Context: an optimization exercise on an open-source flow, tuned for small area and few clock cycles per item. The choices shown serve that exercise and are no tape-out recipe. The RTL was checked by simulation tests, not by an equivalence proof against the original design.

==> run M <==
==> flow/design.v (excerpt) <==
module reshapeConcatTop
(
    input  logic         clk,
    input  logic         arstN,
    input  logic         start,
    input  logic [31:0]  reg4,
    input  logic [31:0]  reg5,
    input  logic [31:0]  reg6,
    input  logic [31:0]  reg7,
    input  logic [31:0]  reg8,
    input  logic [31:0]  reg9,
    input  logic         inValid,
    input  logic signed [7:0]         inData,
    input  logic         outCredit,
    output logic         inCredit,
    output logic         outValid,
    output logic signed [7:0]         outData,
    output logic         busy,
    output logic         done
);
clock: 9.0 ns
lec_check: 0
cap_margin: 0
core_margin: 2
core_utilization: 65
slew_margin: 0
synth_hierarchical: 1
synth_minimum_keep_size: 0
standard.sh (not shown) runs the stock make flow with config.mk's settings and CLKGATE_MAP_FILE= SYNTH_SCRIPT=/design/flow/synth_recipe.tcl, a recipe that flattens the netlist after the stock synthesis.
==> flow/flow/run.sh <==
#!/bin/bash
# The standard layout, with the smallest buffer on every input and output port.
set -euo pipefail
bash standard.sh "BUFFER_PORTS_ARGS=-buffer_cell sky130_fd_sc_hd__buf_1" finish > make_finish.log 2>&1
==> inputs of run X, as changes to run M <==
==> flow/config.mk (replaced) <==
export PLATFORM = sky130hd
export DESIGN_NAME = reshapeConcatTop
export DESIGN_NICKNAME = reshapeConcatTop
export VERILOG_FILES = /design/flow/design.v
export SDC_FILE = /design/flow/constraint.sdc
export NUM_CORES = 4
export LEC_CHECK = 0
export CAP_MARGIN = 20
export CORE_MARGIN = 2
export CORE_UTILIZATION = 40
export SLEW_MARGIN = 20
export SYNTH_HIERARCHICAL = 1
export SYNTH_MINIMUM_KEEP_SIZE = 0
==> inputs of run Z, as changes to run M <==
--- a/flow/design.v
+++ b/flow/design.v
@@ -116,47 +116,44 @@
     assign rdPtr  = rp[1:0];
     assign parked = (wp != rp);
     assign adv     = s1Valid && ((outCred != '0) || outCredit);
     assign s1Free  = !s1Valid || adv;
     assign emit    = (rowsOutLeft != '0);
     assign pop     = busy && !lastPend && parked && (!emit || s1Free);
     assign popEmit = pop && emit;
     assign s1Next  = popEmit || (s1Valid && !adv);
+    assign lastPend = (rowsInLeft == '0);
     assign chEnd   = (chLeft == ChW'(1));
     assign rowEnd  = chEnd && (curSrc || (chRam == '0));
     assign popLast = pop && rowEnd && (rowsInLeft == RowW'(1));
     always_ff @(posedge clk or negedge arstN) begin
         if (!arstN) begin
             wp       <= '0;
             rp       <= '0;
             inCredit <= 1'b0;
             outCred  <= 3'(4);
             busy     <= 1'b0;
             done     <= 1'b0;
-            lastPend <= 1'b0;
         end else begin
             if (inValid) wp <= wp + 1'b1;
             if (pop) rp <= rp + 1'b1;
             inCredit <= pop;
             if (adv && !outCredit) begin
                 outCred <= outCred - 1'b1;
             end else if (!adv && outCredit) begin
                 outCred <= outCred + 1'b1;
             end
             done <= 1'b0;
             if (launch) begin
                 busy <= !emptyJob;
                 done <= emptyJob;
             end else if (busy && (lastPend || popLast) && !s1Next) begin
                 busy     <= 1'b0;
                 done     <= 1'b1;
-                lastPend <= 1'b0;
-            end else if (popLast) begin
-                lastPend <= 1'b1;
             end
         end
     end
     always_ff @(posedge clk) begin
         if (launch) begin
             chIn        <= jChIn;
             chRam       <= jChRam;
             rowsInLeft  <= jRowsIn;
@@ -1568,17 +1565,17 @@
     assign treeA = {n762, n760, n758, n756, n754, n752, n750, n748, n746, n744, n742, n740, n738, n736, n734, n732, n730, n728, n726, n724, n722, n720, n718, n669, neg};
     assign treeB = {n763, n761, n759, n757, n755, n753, n751, n749, n747, n745, n743, n741, n739, n737, n735, n733, n731, n729, n727, n725, n723, n721, n719, n717, n667};
     assign sumN = treeA + treeB + QW'(1);
     assign q    = ~sumN;
     assign mq   = q[QW-1:16];
     assign sat  = bigSat || mq[8] || mq[7];
     assign res  = sat ? (neg ? 8'h80 : 8'h7f) : (neg ? 8'(-mq[7:0]) : mq[7:0]);
     always_ff @(posedge clk) begin
-        if (adv) outData <= res;
+        outData <= res;
     end
 endmodule
 module csaFa
 (
     input  logic a,
     input  logic b,
     input  logic c,
     output logic s,
==> flow/config.mk (replaced) <==
export PLATFORM = sky130hd
export DESIGN_NAME = reshapeConcatTop
export DESIGN_NICKNAME = reshapeConcatTop
export VERILOG_FILES = /design/flow/design.v
export SDC_FILE = /design/flow/constraint.sdc
export NUM_CORES = 4
export LEC_CHECK = 0
export CAP_MARGIN = 0
export CORE_MARGIN = 2
export CORE_UTILIZATION = 75
export CTS_BUF_LIST = sky130_fd_sc_hd__clkbuf_8 sky130_fd_sc_hd__clkbuf_16
export CTS_CLUSTER_DIAMETER = 80
export CTS_CLUSTER_SIZE = 32
export SLEW_MARGIN = 0
export SYNTH_HIERARCHICAL = 1
export SYNTH_MINIMUM_KEEP_SIZE = 0
==> inputs of run C, as changes to run M <==
--- a/flow/design.v
+++ b/flow/design.v
@@ -116,47 +116,44 @@
     assign rdPtr  = rp[1:0];
     assign parked = (wp != rp);
     assign adv     = s1Valid && ((outCred != '0) || outCredit);
     assign s1Free  = !s1Valid || adv;
     assign emit    = (rowsOutLeft != '0);
     assign pop     = busy && !lastPend && parked && (!emit || s1Free);
     assign popEmit = pop && emit;
     assign s1Next  = popEmit || (s1Valid && !adv);
+    assign lastPend = (rowsInLeft == '0);
     assign chEnd   = (chLeft == ChW'(1));
     assign rowEnd  = chEnd && (curSrc || (chRam == '0));
     assign popLast = pop && rowEnd && (rowsInLeft == RowW'(1));
     always_ff @(posedge clk or negedge arstN) begin
         if (!arstN) begin
             wp       <= '0;
             rp       <= '0;
             inCredit <= 1'b0;
             outCred  <= 3'(4);
             busy     <= 1'b0;
             done     <= 1'b0;
-            lastPend <= 1'b0;
         end else begin
             if (inValid) wp <= wp + 1'b1;
             if (pop) rp <= rp + 1'b1;
             inCredit <= pop;
             if (adv && !outCredit) begin
                 outCred <= outCred - 1'b1;
             end else if (!adv && outCredit) begin
                 outCred <= outCred + 1'b1;
             end
             done <= 1'b0;
             if (launch) begin
                 busy <= !emptyJob;
                 done <= emptyJob;
             end else if (busy && (lastPend || popLast) && !s1Next) begin
                 busy     <= 1'b0;
                 done     <= 1'b1;
-                lastPend <= 1'b0;
-            end else if (popLast) begin
-                lastPend <= 1'b1;
             end
         end
     end
     always_ff @(posedge clk) begin
         if (launch) begin
             chIn        <= jChIn;
             chRam       <= jChRam;
             rowsInLeft  <= jRowsIn;
@@ -1568,17 +1565,17 @@
     assign treeA = {n762, n760, n758, n756, n754, n752, n750, n748, n746, n744, n742, n740, n738, n736, n734, n732, n730, n728, n726, n724, n722, n720, n718, n669, neg};
     assign treeB = {n763, n761, n759, n757, n755, n753, n751, n749, n747, n745, n743, n741, n739, n737, n735, n733, n731, n729, n727, n725, n723, n721, n719, n717, n667};
     assign sumN = treeA + treeB + QW'(1);
     assign q    = ~sumN;
     assign mq   = q[QW-1:16];
     assign sat  = bigSat || mq[8] || mq[7];
     assign res  = sat ? (neg ? 8'h80 : 8'h7f) : (neg ? 8'(-mq[7:0]) : mq[7:0]);
     always_ff @(posedge clk) begin
-        if (adv) outData <= res;
+        outData <= res;
     end
 endmodule
 module csaFa
 (
     input  logic a,
     input  logic b,
     input  logic c,
     output logic s,
==> flow/config.mk (replaced) <==
export PLATFORM = sky130hd
export DESIGN_NAME = reshapeConcatTop
export DESIGN_NICKNAME = reshapeConcatTop
export VERILOG_FILES = /design/flow/design.v
export SDC_FILE = /design/flow/constraint.sdc
export NUM_CORES = 4
export LEC_CHECK = 0
export CAP_MARGIN = 0
export CORE_MARGIN = 2
export CORE_UTILIZATION = 75
export CTS_BUF_LIST = sky130_fd_sc_hd__clkbuf_8 sky130_fd_sc_hd__clkbuf_16
export CTS_CLUSTER_DIAMETER = 60
export CTS_CLUSTER_SIZE = 25
export GPL_ROUTABILITY_DRIVEN = 0
export GPL_TIMING_DRIVEN = 0
export SLEW_MARGIN = 0
export SYNTH_HIERARCHICAL = 1
export SYNTH_MINIMUM_KEEP_SIZE = 0
==> summary.txt <==
- Wire length: run C > run X > run Z > run M.
- Against run M, the critical path depth of run Z is higher by 2.
- Against run X, the die area of run M is lower by 38%.
- Clock skew: run M < run Z < run X < run C.
- Clock-buffer cell count: run C is lower than run M (14).
- Run X completed without violations. Run M produced a clean layout. Run C completed with no timing, DRC or antenna violations. Run Z finished clean.
==> figures <==
metric	run M	run Z	run C	run X
Clock transition at the registers of the reported paths	0.06 ns	0.11 ns	0.09 ns	0.06 ns
Worst setup path endpoint	u_requant.outData[5]	u_requant.outData[6]	u_requant.outData[6]	u_requant.outData[5]
Result of the run	finished clean	finished clean	finished clean	finished clean
Register-to-register setup slack	0.68 ns	0.59 ns	0.43 ns	0.83 ns
Synth Area in Simple Gates	13.9%	14.1%	14.1%	13.9%
Global-route wire length before repair	64.4 mm	64.2 mm	69.6 mm	68.1 mm
Fillers	1,944	1,439	1,394	4,044
Number of buffers added by the clock tree synthesis step	22	11	15	24
Arr. time, crit path	8.57 ns	8.75 ns	8.92 ns	8.44 ns
Placed Instances	2,012	2,007	2,058	2,259
End-of-flow core utilization	71.9%	81.0%	82.5%	45.6%
Testbench counts of run M, summed over its fixed seeds: cycles 38,898, items 34,023.
Testbench counts of run X, summed over its fixed seeds: cycles 38,898, items 34,023.
Testbench counts of run Z, summed over its fixed seeds: cycles 38,898, items 34,023.
Testbench counts of run C, summed over its fixed seeds: cycles 38,898, items 34,023.

[afterwards: timing with drivers on the ports]
Ports are ideal in the flow. The routed layouts listed here were re-timed in OpenROAD.
Step 1: set_driving_cell puts a clkbuf_16 on clk and a buf_2 on each other input, an assumption about the parent block.
Step 2 times the ports against the registers' clock, not the clock port: input delays grow and output delays shrink by t, the midpoint of the rising clock arrivals with the driver on.
Slacks: ideal / step 1 / step 2; pairs: ideal / step 1.
run	t, ns	slack for setup (ns)	hold WS [ns]	worst setup path after step 2	slew at the worst register clock pin (ns)
run M	0.553	0.678 / 0.678 / 0.678	0.500 / 0.500 / 0.500	register to register	0.07 / 0.07
run X	0.570	0.831 / 0.831 / 0.831	0.500 / 0.500 / 0.500	register to register	0.06 / 0.06
run Z	0.510	0.592 / 0.592 / 0.592	0.519 / 0.519 / 0.519	register to register	0.11 / 0.11
run C	0.520	0.433 / 0.433 / 0.433	0.510 / 0.510 / 0.510	register to register	0.09 / 0.09
After both steps setup and hold are still met in every run listed.
